This is an optimization exercise on Yosys and OpenROAD, whose aim is small area, not a production implementation.
The RTL was checked by simulation tests, not by an equivalence proof against the original design.

**flow/design.v**
```verilog
package calcDataPkg;
	typedef logic [16-1:0] operandT;
	typedef logic [32-1:0] resultT;
endpackage
package calcCtrlPkg;
	typedef logic [4-1:0] opcodeT;
	typedef logic [1:0] errorT;
endpackage
module addSub (
	input  calcDataPkg::operandT a,
	input  calcDataPkg::operandT b,
	input  logic    subtract,
	input  logic    restore,
	output calcDataPkg::operandT diff,
	output logic    carryOut
);
	localparam int N = 16;
	calcDataPkg::operandT bInv;  
	calcDataPkg::operandT gen;   
	calcDataPkg::operandT pro;   
	logic [N:0]           c;     
	logic                 take;  
	assign bInv = b ^ {N{subtract}};
	always_comb
	begin
		gen = a & bInv;
		pro = a | bInv;
		gen[0] = (a[0] & bInv[0]) | (pro[0] & subtract);
		pro[0] = 1'b0;
		for (int d = 1; d < N; d = d * 2)
			for (int j = 2 * d - 1; j < N; j = j + 2 * d)
			begin
				gen[j] = gen[j] | (pro[j] & gen[j - d]);
				pro[j] = pro[j] & pro[j - d];
			end
		for (int d = N / 4; d >= 1; d = d / 2)
			for (int j = 3 * d - 1; j < N; j = j + 2 * d)
			begin
				gen[j] = gen[j] | (pro[j] & gen[j - d]);
				pro[j] = pro[j] & pro[j - d];
			end
	end
	assign c        = {gen, subtract};
	assign carryOut = c[N];
	assign take     = ~restore | carryOut;
	assign diff     = a ^ ((bInv ^ c[N-1:0]) & {N{take}});
endmodule
module arrayMultiplier (
	input  calcDataPkg::operandT a,
	input  calcDataPkg::operandT b,
	output calcDataPkg::resultT  product
);
	localparam int N    = 16;
	localparam int Rows = N - 1;  
	logic [N-1:0] partial [N];     
	logic [N-1:0] augend  [Rows];  
	logic [N-1:0] rowSum  [Rows];
	logic [N:0]   carry   [Rows];  
	genvar i, j;
	generate
		for (i = 0; i < N; i++)
		begin : gPartial
			assign partial[i] = b & {N{a[i]}};
		end
		for (i = 0; i < Rows; i++)
		begin : gRow
			if (i == 0)
			begin : gFirst
				assign augend[i] = {1'b0, partial[0][N-1:1]};
			end
			else
			begin : gNext
				assign augend[i] = {carry[i - 1][N], rowSum[i - 1][N-1:1]};
			end
			assign carry[i][0] = 1'b0;
			for (j = 0; j < N; j++)
			begin : gBit
				if (j == 0)
				begin : gHalf
					assign rowSum[i][j]    = augend[i][j] ^ partial[i + 1][j];
					assign carry[i][j + 1] = augend[i][j] & partial[i + 1][j];
				end
				else
				begin : gFull
					assign rowSum[i][j]    = augend[i][j] ^ partial[i + 1][j] ^ carry[i][j];
					assign carry[i][j + 1] = (augend[i][j] & partial[i + 1][j]) |
					                         (augend[i][j] & carry[i][j]) |
					                         (partial[i + 1][j] & carry[i][j]);
				end
			end
		end
		assign product[0] = partial[0][0];
		for (i = 0; i < Rows - 1; i++)
		begin : gLowBits
			assign product[i + 1] = rowSum[i][0];
		end
	endgenerate
	assign product[2*N-1:Rows] = {carry[Rows - 1][N], rowSum[Rows - 1]};
endmodule
module divRow #(
	parameter int W = 16
) (
	input  logic [W-1:0] trial,    
	input  logic [W-1:0] divisor,  
	input  logic         fits,     
	output logic         q,        
	output logic [W-1:0] rem       
);
	localparam int L = (W > 8) ? 4 : (W > 4) ? 3 : (W > 2) ? 2 : 1;  
	logic [W-1:0] b;          
	logic [W-1:0] gen [L+1];  
	logic [W-1:0] pro [L+1];  
	logic [W:0]   c;          
	logic [W-1:0] diff;
	assign b = ~divisor;
	always_comb
	begin
		gen[0] = trial & b;
		pro[0] = trial | b;
		gen[0][0] = trial[0] | b[0];
		pro[0][0] = 1'b0;
		gen[0][W-1] = gen[0][W-1] & fits;
		pro[0][W-1] = pro[0][W-1] & fits;
	end
	genvar l, j;
	generate
		for (l = 0; l < L; l++)
		begin : gLevel
			for (j = 0; j < W; j++)
			begin : gBit
				if ((j >> l) & 1)
				begin : gMerge
					localparam int M = ((j >> l) << l) - 1;
					assign gen[l + 1][j] = gen[l][j] | (pro[l][j] & gen[l][M]);
					assign pro[l + 1][j] = pro[l][j] & pro[l][M];
				end
				else
				begin : gPass
					assign gen[l + 1][j] = gen[l][j];
					assign pro[l + 1][j] = pro[l][j];
				end
			end
		end
	endgenerate
	assign c    = {gen[L], 1'b1};
	assign diff = b ^ c[W-1:0];
	assign q    = c[W];
	assign rem  = trial ^ (diff & {W{q}});
endmodule
module divider (
	input  calcDataPkg::operandT dividend,
	input  calcDataPkg::operandT divisor,
	input  logic    add,        
	input  logic    sub,        
	output calcDataPkg::operandT quotient,
	output calcDataPkg::operandT remainder,  
	output logic    carryOut,   
	output logic    divByZero
);
	localparam int N = 16;
	logic [N-1:0] rem [N+1];  
	assign divByZero = (divisor == '0);
	assign rem[N]    = '0;
	genvar k;
	generate
		for (k = N - 1; k >= 1; k--)
		begin : gRow
			localparam int W = N - k;  
			logic [W-1:0] trial;
			logic [W-1:0] rowRem;
			logic         fits;
			if (W == 1)
			begin : gTop
				assign trial = dividend[k];
			end
			else
			begin : gMid
				assign trial = {rem[k + 1][W-2:0], dividend[k]};
			end
			assign fits = (divisor[N-1:W] == '0) & ~(add | sub);
			divRow #(.W(W)) uRow (
				.trial   (trial),
				.divisor (divisor[W-1:0]),
				.fits    (fits),
				.q       (quotient[k]),
				.rem     (rowRem)
			);
			assign rem[k] = {{(N-W){1'b0}}, rowRem};
		end
	endgenerate
	addSub uLastRow (
		.a        ({rem[1][N-2:0], dividend[0]}),
		.b        (divisor),
		.subtract (~add),
		.restore  (~(add | sub)),
		.diff     (rem[0]),
		.carryOut (carryOut)
	);
	assign quotient[0] = carryOut;
	assign remainder = rem[0];
endmodule
module accumulatorCalc (
	input  logic    clk,
	input  logic    reset,
	input  calcCtrlPkg::opcodeT  opcode,
	input  calcDataPkg::operandT operand,
	output calcDataPkg::resultT  result,
	output calcCtrlPkg::errorT   error
);
	calcDataPkg::resultT  acc;      
	calcCtrlPkg::errorT   errReg;   
	calcDataPkg::operandT accLow;   
	calcDataPkg::resultT  nextAcc;
	calcCtrlPkg::errorT   nextErr;
	logic    opAdd, opSub, opMul, opDiv, opMod, opPreset, opReset;
	logic    sumCarry;   
	calcDataPkg::resultT  product;
	calcDataPkg::operandT quotient;
	calcDataPkg::operandT remainder;  
	logic    divByZero;
	logic    selMul, selQuot, selRem, selPreset, hold;
	assign accLow = acc[16-1:0];
	assign opAdd    = (opcode == 4'd2);
	assign opSub    = (opcode == 4'd3);
	assign opMul    = (opcode == 4'd4);
	assign opDiv    = (opcode == 4'd5);
	assign opMod    = (opcode == 4'd6);
	assign opPreset = (opcode == 4'd15);
	assign opReset  = (opcode == 4'd1);
	arrayMultiplier uMultiplier (
		.a       (operand),
		.b       (accLow),
		.product (product)
	);
	divider uDivider (
		.dividend  (operand),
		.divisor   (accLow),
		.add       (opAdd),
		.sub       (opSub),
		.quotient  (quotient),
		.remainder (remainder),
		.carryOut  (sumCarry),
		.divByZero (divByZero)
	);
	assign selMul    = ~reset & opMul;
	assign selQuot   = ~reset & opDiv & ~divByZero;
	assign selRem    = ~reset & ((opMod & ~divByZero) | opAdd | opSub);
	assign selPreset = ~reset & opPreset;
	assign hold      = ~reset & ~(opAdd | opSub | opMul | opPreset | opReset |
	                              ((opDiv | opMod) & ~divByZero));
	assign nextAcc[32-1:16] =
		({16{selMul}} & product[32-1:16]) |
		({16{hold}}   & acc[32-1:16]);
	assign nextAcc[16-1:0] =
		({16{selMul}}  & product[16-1:0]) |
		({16{selQuot}} & quotient) |
		({16{selRem}}  & remainder) |
		({16{hold}}    & accLow) |
		16'(selPreset);
	assign nextErr[0] = ~reset & ((opAdd & sumCarry) | (opSub & ~sumCarry));  
	assign nextErr[1] = ~reset & (opDiv | opMod) & divByZero;
	always_ff @(posedge clk)
	begin
		acc    <= nextAcc;
		errReg <= nextErr;
	end
	assign result = acc;
	assign error  = errReg;
endmodule
```
**flow/flow/run.sh**
```bash
#!/bin/bash
# The standard layout, with synthesis mapping the logic through an area-oriented ABC script
# (and without Yosys's early generic ABC pass, so full adders are found in their written
# polarity), the ports buffered with the smallest buffer and no dummy clock-tree loads.
set -euo pipefail
here=$(pwd)
export FLOW_ABC_SCRIPT=$here/flow/abc.script
export FLOW_ABC_D=20000
export BUFFER_PORTS_ARGS="-buffer_cell sky130_fd_sc_hd__buf_1"
export CTS_ARGS="-sink_clustering_enable -repair_clock_nets -buf_list sky130_fd_sc_hd__clkbuf_8 -dont_use_dummy_load"
bash standard.sh SYNTH_SCRIPT=$here/flow/synth.tcl "BUFFER_PORTS_ARGS=$BUFFER_PORTS_ARGS" "CTS_ARGS=$CTS_ARGS" SKIP_INCREMENTAL_REPAIR=1 finish > $here/make.log 2>&1
```
**flow/flow/abc.script**
```
strash
dch
map -a
topo
stime -c
dnsize -c
```
**flow/flow/synth.tcl**
```tcl
# Standard synthesis (synth_recipe.tcl), with ABC run on an area-oriented script
proc synth {args} { yosys synth -nofsm -noshare -noabc {*}$args }
proc abc {args} {
  set i [lsearch -exact $args -script]
  if {$i >= 0} { set args [lreplace $args $i [expr {$i + 1}] -script $::env(FLOW_ABC_SCRIPT)] }
  set j [lsearch -exact $args -D]
  if {$j >= 0} { set args [lreplace $args $j [expr {$j + 1}] -D $::env(FLOW_ABC_D)] }
  puts "abc with: $args"
  yosys abc {*}$args
}
source $::env(SCRIPTS_DIR)/synth.tcl
# left out here: clear keep_hierarchy, flatten, clean up, hide names made inside functions, write 1_2_yosys.v
```
**flow/standard.sh**
```bash
#!/bin/bash
# synth_recipe.tcl (not shown) runs the flow's synth.tcl, then flattens the netlist and writes it again
# the make line also repeats each setting of config.mk as NAME=value (left out here)
make -C /OpenROAD-flow-scripts/flow DESIGN_CONFIG=/design/flow/config.mk WORK_HOME=/design/flow/orfs CLKGATE_MAP_FILE= SYNTH_SCRIPT=/design/flow/synth_recipe.tcl "${@:-finish}"
```
**flow/config.mk**
```make
export PLATFORM = sky130hd
export DESIGN_NAME = accumulatorCalc
export DESIGN_NICKNAME = accumulatorCalc
export VERILOG_FILES = /design/flow/design.v
export SDC_FILE = /design/flow/constraint.sdc
export NUM_CORES = 4
export LEC_CHECK = 0
export CAP_MARGIN = 20
export CORE_MARGIN = 2
export CORE_UTILIZATION = 65
export CTS_BUF_LIST = sky130_fd_sc_hd__clkbuf_8
export GPL_TIMING_DRIVEN = 0
export SLEW_MARGIN = 20
```
**flow/constraint.sdc**
```tcl
create_clock -name core_clock -period 32.0 [get_ports {clk}]
set_input_delay 6.4000 -clock core_clock [delete_from_list [all_inputs] [get_ports {clk}]]
set_output_delay 6.4000 -clock core_clock [all_outputs]
set_load 0.01 [all_outputs]
```
==> out/summary.txt, run 1 <==
OUTCOME
--------------------------------------------------------------------------------------------------
Status .............................................................................. complete, but fails checks
List of failed layout checks ........................................................ negative setup slack

GRT
--------------------------------------------------------------------------------------------------
Total GRT Usage .....................................................................       0.3197
Initial antenna violation count .....................................................            0
Vias in the first global route ......................................................        10710
Global-route wire length before repair ..............................................     52650 µm
Largest net degree at the start of global routing ...................................           46
Global route total overflow .........................................................            0

SETUP PATH
--------------------------------------------------------------------------------------------------
Critical-path maximum fanout ........................................................           23
Dominant cell type by count on the critical path ....................................     clkinv_1
Data arrival time of the critical path ..............................................     32620 ps
R2R Path End ........................................................................      acc[13]
CP max stage cell ...................................................................    o2111ai_1
Register-to-register setup slack ....................................................      4880 ps
Critical Path End ...................................................................      acc[13]
Maximum cell stage delay along the critical path ....................................       640 ps
Type of destination of the critical path ............................................         flop
Startpoint of the worst setup timing path ...........................................    opcode[2]
Reg-to-reg startpoint ...............................................................       acc[1]
WP data required ....................................................................     32190 ps
Critical path launch point type ..................................................... primary input
Category of the critical setup timing path ..........................................    in -> reg
R2R cell count ......................................................................          146

PLACEMENT
--------------------------------------------------------------------------------------------------
Worst-case setup slack after placement ..............................................     -1946 ps
Routability Congestion ..............................................................       0.9112
Post-place instance area ............................................................    13070 µm²
Detailed placer's ending HPWL .......................................................     24680 µm
Number of cells after detailed placement ............................................         2003
I/O Buffers .........................................................................           55

SYNTHESIS
--------------------------------------------------------------------------------------------------
Syn_area_per_cell ...................................................................    7.312 µm²
Async SR Flop Fraction ..............................................................            0
Area of the mapped netlist ..........................................................    12500 µm²
Number of distinct library cells after synthesis ....................................           38
Number of enable-type register cells in the synthesized netlist .....................            0
Post-synthesis net count ............................................................         1971
Warning count from the yosys run ....................................................          917
Post-synthesis sequential area ratio ................................................      0.05447
Predominant post-synthesis flop cell ................................................      dfxtp_1
Cells after synthesis ...............................................................         1709
Post-synthesis register bit count ...................................................           34

FINISH
--------------------------------------------------------------------------------------------------
Final core utilization ..............................................................       0.7017
Diode count .........................................................................            0
Multi-input combinational cell area .................................................    11190 µm²
Share of post-route cells with drive strength above 1 ...............................      0.01917
Number of nets in the layout ........................................................         2038
Commonest non-fill, non-tap cell in the layout ......................................       nor2_1
Sequential standard cell area .......................................................    681.9 µm²
Highest-count cells in the layout ignoring fill and taps ............................ nor2_1 (493), fa_1 (224), nand2_1 (195), clkinv_1 (165), xor2_1 (124)
Layout area overhead ................................................................       5.387%
Post-route design area ..............................................................    13170 µm²
Final standard cell count with taps included and fillers excluded ...................         2008
Filler Cell Count ...................................................................         1676

CTS
--------------------------------------------------------------------------------------------------
Number of setup buffers added after CTS .............................................            0
Sink count of the clock tree ........................................................           34
Clk buf depth .......................................................................            2
Total clock buffers created by CTS ..................................................            5
Clock tree from TritonCTS ...........................................................          yes
Clock Tree Root .....................................................................     clkbuf_8
Source-to-sink clock delay at the later pin of the worst-skew pair ..................       300 ps
Number of buffers inserted for hold repair after clock tree synthesis ...............            0
Post-cts resize count ...............................................................           11
CTS H-Tree Depth ....................................................................            2
Clock transition time at the flip-flop clock pins of the worst setup and hold paths .        70 ps

HOLD PATH
--------------------------------------------------------------------------------------------------
Type of the worst min-delay path ....................................................   reg -> reg
Launch instance of the worst min-delay path .........................................      acc[22]

STA
--------------------------------------------------------------------------------------------------
Minimum clock period after layout ...................................................     32430 ps
Final period util ...................................................................        1.013
Max Transition Viols Final ..........................................................            0
Setup-violating endpoint count in the final report ..................................           16
Highest achievable clock rate .......................................................  0.03084 GHz
Worst clock skew ....................................................................     13.09 ps
Hold Fails Final Rpt ................................................................            0
Worst max-slew margin expressed relative to the limit ...............................       0.2019
Slack of the critical path ..........................................................    -428.1 ps
Tightest Pin Transition .............................................................      1190 ps

FLOORPLAN
--------------------------------------------------------------------------------------------------
DIE WIDTH ...........................................................................     142.7 µm
Initial core utilization ............................................................       0.6658
I/O pin cnt .........................................................................           56
Standard cell core area .............................................................    18770 µm²
Cell row count ......................................................................           50
Die Y ...............................................................................     142.7 µm
Die area ............................................................................    20350 µm²

ROUTE
--------------------------------------------------------------------------------------------------
Total via count in the routed design ................................................        11690
Overall routed net length ...........................................................     31220 µm
Antenna-violating nets left .........................................................            0
Final routed DRC violation total ....................................................            0
Detailed-route vias per instance ....................................................        5.824
Average wire per standard cell ......................................................     15.55 µm
Number of DRC markers in iteration 0 ................................................          734
Detailed-routing iteration count for the pre-antenna-repair pass ....................            5

FLOW RUN
--------------------------------------------------------------------------------------------------
Total of max-cap violations .........................................................            0

routing by layer:
| layer | routed length [µm] | track usage |
|---|---|---|
| met5 | 0 | 0 |
| met4 | 677 | 0.07973 |
| met3 | 2009 | 0.02683 |
| met2 | 13860 | 0.5081 |
| met1 | 14670 | 0.4783 |
sequential cells by signal (all words and copies together) (netlist names):
register  count
acc          32
errReg        2
cells by family after synthesis:
logic type,synth area share
adders and majority gates,0.3757
AOI/OAI and AO/OA,0.1488
DFF,0.05447
and+or+nand+nor,0.2489
buffers and inverters,0.05227
xor gates and xnor gates,0.1199
worst min path at each step:
stage / to / slack, ps / cells after the start
floorplan: acc[31] / 550 / 1
CTS: acc[22] / 510 / 1
finish: acc[22] / 500 / 1
detailed placement: acc[22] / 490 / 1
global placement: acc[28] / 480 / 1
global route: acc[27] / 520 / 1
critical path, delay by kind of cell:
kind	cells	cell delay (ps)
simple gates	58	8680
fa+ha+maj	1	220
xor+xnor	13	2860
buf+inv	26	3950
compound gates	49	10450
cells in the mapped netlist (all sizes together) (16+ instances only):
master,instances,area (µm²)
nor2,498,1869
fa,224,4484
nand2,195,732.0
clkinv,172,645.6
xor2,124,1086
a21oi,121,605.6
o21ai,88,440.4
xnor2,47,411.6
dfxtp,34,680.7
nand3,31,155.2
nor3,26,130.1
a32o,17,170.2
ha,16,200.2
o211ai,16,120.1
stage by stage:
| step | TNS (ps) | hold slack (ps) |
|---|---|---|
| finish | -4184 | 504.3 |
| global route | -58340 | 522.5 |
| CTS | 0 | 505.5 |
| detailed placement | -29030 | 492.6 |
| global placement | -28280 | 482.3 |
| floorplan | 0 | 545.9 |
cell type report:
class | instances | area share
Sequential cell | 34 | 0.05178
Multi-Input combinational cell | 1502 | 0.8501
Tap cell | 234 | 0.02223
Buffer | 1 | 0.0005701
Clock buffer | 5 | 0.005226
Timing Repair Buffer | 60 | 0.02014
Inverter | 172 | 0.04998
==> run 2: changes to the inputs <==
==> flow/flow/run.sh (replaced) <==
#!/bin/bash
# The standard layout, with synthesis mapping the logic through an area-oriented ABC script
# (and without Yosys's early generic ABC pass, so full adders are found in their written
# polarity), small port buffers and no dummy clock-tree loads.
set -euo pipefail
here=$(pwd)
export FLOW_ABC_SCRIPT=$here/flow/abc.script
export FLOW_ABC_D=20000
export PRE_GLOBAL_PLACE_TCL=$here/flow/ports.tcl
export CTS_ARGS="-sink_clustering_enable -repair_clock_nets -buf_list sky130_fd_sc_hd__clkbuf_8 -dont_use_dummy_load"
bash standard.sh SYNTH_SCRIPT=$here/flow/synth.tcl "PRE_GLOBAL_PLACE_TCL=$PRE_GLOBAL_PLACE_TCL" "CTS_ARGS=$CTS_ARGS" finish > $here/make.log 2>&1
==> flow/flow/ports.tcl (new file) <==
# Buffer the inputs with buf_2, which drive the wide operand fan-outs, and the
# outputs with buf_1; every port still gets its own buffer.
rename buffer_ports flow_buffer_ports
proc buffer_ports {args} {
  flow_buffer_ports -inputs -buffer_cell sky130_fd_sc_hd__buf_2
  flow_buffer_ports -outputs -buffer_cell sky130_fd_sc_hd__buf_1
}
==> out/summary.txt, run 2 <==
SYNTHESIS
--------------------------------------------------------------------------------------------------
Number of enable-type register cells in the synthesized netlist .....................            0   unchanged
Number of distinct library cells after synthesis ....................................           38   unchanged
Predominant post-synthesis flop cell ................................................      dfxtp_1   unchanged
Share of the synthesized area in the top cell type ..................................       0.3589   unchanged
Cells after synthesis ...............................................................         1709   unchanged
Post-synthesis net count ............................................................         1971   unchanged
Syn_area_per_cell ...................................................................    7.312 µm²   unchanged
List of most frequent post-synthesis cells .......................................... nor2_1 (498), fa_1 (224), nand2_1 (195)   unchanged
Post-synthesis sequential area ratio ................................................      0.05447   unchanged
Async SR Flop Fraction ..............................................................            0   unchanged
Ranking of synthesized cells by area ................................................ fa_1 (36%), nor2_1 (15%), xor2_1 (8.7%)   unchanged
Area of the mapped netlist ..........................................................    12500 µm²   unchanged
Post-synthesis register bit count ...................................................           34   unchanged
Warning count from the yosys run ....................................................          917   unchanged
Count leader, synth .................................................................       nor2_1   unchanged
Library cell with the largest summed area after synthesis ...........................         fa_1   unchanged

SETUP PATH
--------------------------------------------------------------------------------------------------
Reg-to-reg startpoint ...............................................................       acc[1]   unchanged
Category of the critical setup timing path ..........................................    in -> reg   unchanged
CP max stage cell ...................................................................    a2111oi_1   was o2111ai_1
Register-to-register setup slack ....................................................      7110 ps   was 4880 ps
Critical-path maximum fanout ........................................................           23   unchanged
Critical path launch point type ..................................................... primary input   unchanged
Dominant cell type by count on the critical path ....................................     clkinv_1   unchanged
Maximum cell stage delay along the critical path ....................................       410 ps   was 640 ps
Type of destination of the critical path ............................................         flop   unchanged
R2R Path End ........................................................................      acc[13]   unchanged
WP data required ....................................................................     32190 ps   about the same
Data arrival time of the critical path ..............................................     29800 ps   was 32620 ps
R2R cell count ......................................................................          146   unchanged

PLACEMENT
--------------------------------------------------------------------------------------------------
I/O Buffers .........................................................................           55   unchanged
Detailed placer's ending HPWL .......................................................     25110 µm   was 24680 µm
Number of cells after detailed placement ............................................         2003   unchanged
Routability Congestion ..............................................................       0.9105   was 0.9112

GRT
--------------------------------------------------------------------------------------------------
Vias in the first global route ......................................................        10810   was 10710
Global route total overflow .........................................................            0   unchanged
Largest net degree at the start of global routing ...................................           46   unchanged
Global-route wire length before repair ..............................................     53410 µm   was 52650 µm
Initial antenna violation count .....................................................            0   unchanged
Total GRT Usage .....................................................................       0.3254   was 0.3197

STA
--------------------------------------------------------------------------------------------------
Worst clock skew ....................................................................     21.10 ps   was 13.09 ps
Hold Fails Final Rpt ................................................................            0   unchanged
Minimum clock period after layout ...................................................     29610 ps   was 32430 ps
Tightest Pin Transition .............................................................      1089 ps   was 1190 ps
Final period util ...................................................................       0.9253   was 1.013
Worst max-slew margin expressed relative to the limit ...............................       0.2698   was 0.2019
Setup-violating endpoint count in the final report ..................................            0   was 16
Highest achievable clock rate .......................................................  0.03377 GHz   was 0.03084 GHz
Max Transition Viols Final ..........................................................            0   unchanged

FINISH
--------------------------------------------------------------------------------------------------
Share of post-route cells with drive strength above 1 ...............................      0.05493   was 0.01917
Number of nets in the layout ........................................................         2048   was 2038
Layout area overhead ................................................................       7.790%   was 5.387%
Final standard cell count with taps included and fillers excluded ...................         2018   was 2008
Top reg by flops ....................................................................          acc   unchanged
Top Registers ....................................................................... acc (32), errReg (2)   unchanged
Final core utilization ..............................................................       0.7177   was 0.7017
Commonest non-fill, non-tap cell in the layout ......................................       nor2_1   unchanged
Number of flip-flops under the largest register name ................................           32   unchanged
Diode count .........................................................................            0   unchanged
Highest-count cells in the layout ignoring fill and taps ............................ nor2_1 (491), fa_1 (224), nand2_1 (191), clkinv_1 (158), xor2_1 (120)   was nor2_1 (493), fa_1 (224), nand2_1 (195), clkinv_1 (165), xor2_1 (124)

FLOW RUN
--------------------------------------------------------------------------------------------------
Total of max-cap violations .........................................................            0   unchanged

CTS
--------------------------------------------------------------------------------------------------
Source-to-sink clock delay at the later pin of the worst-skew pair ..................       300 ps   about the same
Total clock buffers created by CTS ..................................................            5   unchanged
Sink count of the clock tree ........................................................           34   unchanged
Clock Tree Root .....................................................................     clkbuf_8   unchanged
Clock transition time at the flip-flop clock pins of the worst setup and hold paths .        70 ps   about the same
CTS H-Tree Depth ....................................................................            2   unchanged
Clock tree from TritonCTS ...........................................................          yes   unchanged
Number of buffers inserted for hold repair after clock tree synthesis ...............            0   unchanged
Clk buf depth .......................................................................            2   unchanged

FLOORPLAN
--------------------------------------------------------------------------------------------------
Die area ............................................................................    20350 µm²   unchanged
DIE WIDTH ...........................................................................     142.7 µm   unchanged
Standard cell core area .............................................................    18770 µm²   unchanged
Initial core utilization ............................................................       0.6658   unchanged
I/O pin cnt .........................................................................           56   unchanged
Die Y ...............................................................................     142.7 µm   unchanged
Cell row count ......................................................................           50   unchanged

ROUTE
--------------------------------------------------------------------------------------------------
Total via count in the routed design ................................................        11940   was 11690
Average wire per standard cell ......................................................     16.15 µm   was 15.55 µm
Detailed-routing iteration count for the pre-antenna-repair pass ....................            5   unchanged
Number of DRC markers in iteration 0 ................................................          676   was 734
Detailed-route vias per instance ....................................................        5.914   was 5.824
Overall routed net length ...........................................................     32580 µm   was 31220 µm
Antenna-violating nets left .........................................................            0   unchanged
Final routed DRC violation total ....................................................            0   unchanged

HOLD PATH
--------------------------------------------------------------------------------------------------
Count of cells along the worst hold path ............................................            1   unchanged
Type of the worst min-delay path ....................................................   reg -> reg   unchanged
Launch instance of the worst min-delay path .........................................      acc[16]   was acc[22]
Worst min-delay path endpoint .......................................................      acc[16]   was acc[22]

OUTCOME
--------------------------------------------------------------------------------------------------
Status ..............................................................................  timing/DRC/antenna clean   was complete, but fails checks

==> run 2: area by class of cell <==
class | instances | area [µm²]
timing repair buffer | 70 | 391.6
buffer | 1 | 7.507
sequential | 34 | 683.2
multi-input combinational | 1502 | 11360
tap | 234 | 292.8
inverter | 172 | 665.6
fill | 1648 | 5299
clock buffer | 5 | 68.82
==> run 2: logic make-up (layout without fill, tap and decap cells) <==
logic type / after synthesis / in the layout / share of synthesized area
simple gates: 782 / 782 / 0.2489
compound gates: 308 / 308 / 0.1488
fa+ha+maj: 241 / 241 / 0.3757
buf+inv: 173 / 248 / 0.05227
xor+xnor: 171 / 171 / 0.1199
flops: 34 / 34 / 0.05447
==> run 2: timing repair <==
action | in CTS | in global routing
resized for setup | 11 | 38
setup buffers | 0 | 8
pin swaps | 0 | 6
setup endpoints to repair | 17 | 17
==> run 2: how the worst max path moves through the flow <==
stage                    from  endpoint  slack [ps]  depth (start not counted)
finish              opcode[2]   acc[13]        2390                        148
global route        opcode[3]   acc[13]        -120                        147
detailed placement  opcode[2]   acc[13]       -2020                        150
floorplan           opcode[3]   acc[11]        4450                        148
CTS                 opcode[2]   acc[13]          60                        150
global placement    opcode[2]   acc[13]       -1850                        148
==> run 2: through the flow <==
| stage | worst slack, ps | hold WS (ps) | area (µm²) | setup TNS (ps) |
|---|---|---|---|---|
| floorplan | 4450 | 545.9 | 12500 | 0 |
| global placement | -1854 | 482.8 | 13020 | -27330 |
| detailed placement | -2024 | 491.3 | 13090 | -30160 |
| CTS | 56.05 | 506.0 | 13180 | 0 |
| global route | -118.8 | 519.5 | 13470 | -463.8 |
| finish | 2389 | 500.8 | 13470 | 0 |
==> run 2: worst max-delay path: cells and delay by family <==
kind,cells,cell delay [ps]
fa+ha+maj,1,350
simple gates,58,7810
xor+xnor,14,2860
compound gates,48,8990
buf+inv,27,3330
==> run 2: routing by layer <==
layer,global-route usage,vias to the layer above,wire (µm)
met2,0.5182,391,14820
met1,0.4824,5789,14810
met5,0,-,0
li1,-,5706,-
met4,0.08650,0,768
met3,0.02951,49,2181

==> what the ideal ports hide <==
In the flow no input, the clock included, has a driving cell. The finished layouts below were timed again as built, in two steps. Step 1, drivers: a clkbuf_16 drives clk and a buf_2 each remaining input, both assumed. Step 2 moves the port delays by t, midway between the first and last clock arrival at a register: inputs arrive t later, outputs are due t later. That takes back most of the time a late clock gives input paths. Slacks: no drivers / after step 1 / after step 2; pairs: no drivers / after step 1.
run | t, ns | slack for setup (ns) | worst setup path after step 2 | worst register clock-pin slew, ns | cell pins on the clock port's net
run 1 | 0.324 | -0.428 / -0.419 / -0.742 | input to register | 0.07 / 0.07 | 1
run 2 | 0.317 | 2.389 / 2.395 / 2.078 | input to register | 0.07 / 0.07 | 1
The setup slack of run 1, which loses most, moves by +0.009 ns with the drivers and by -0.314 ns with both steps.
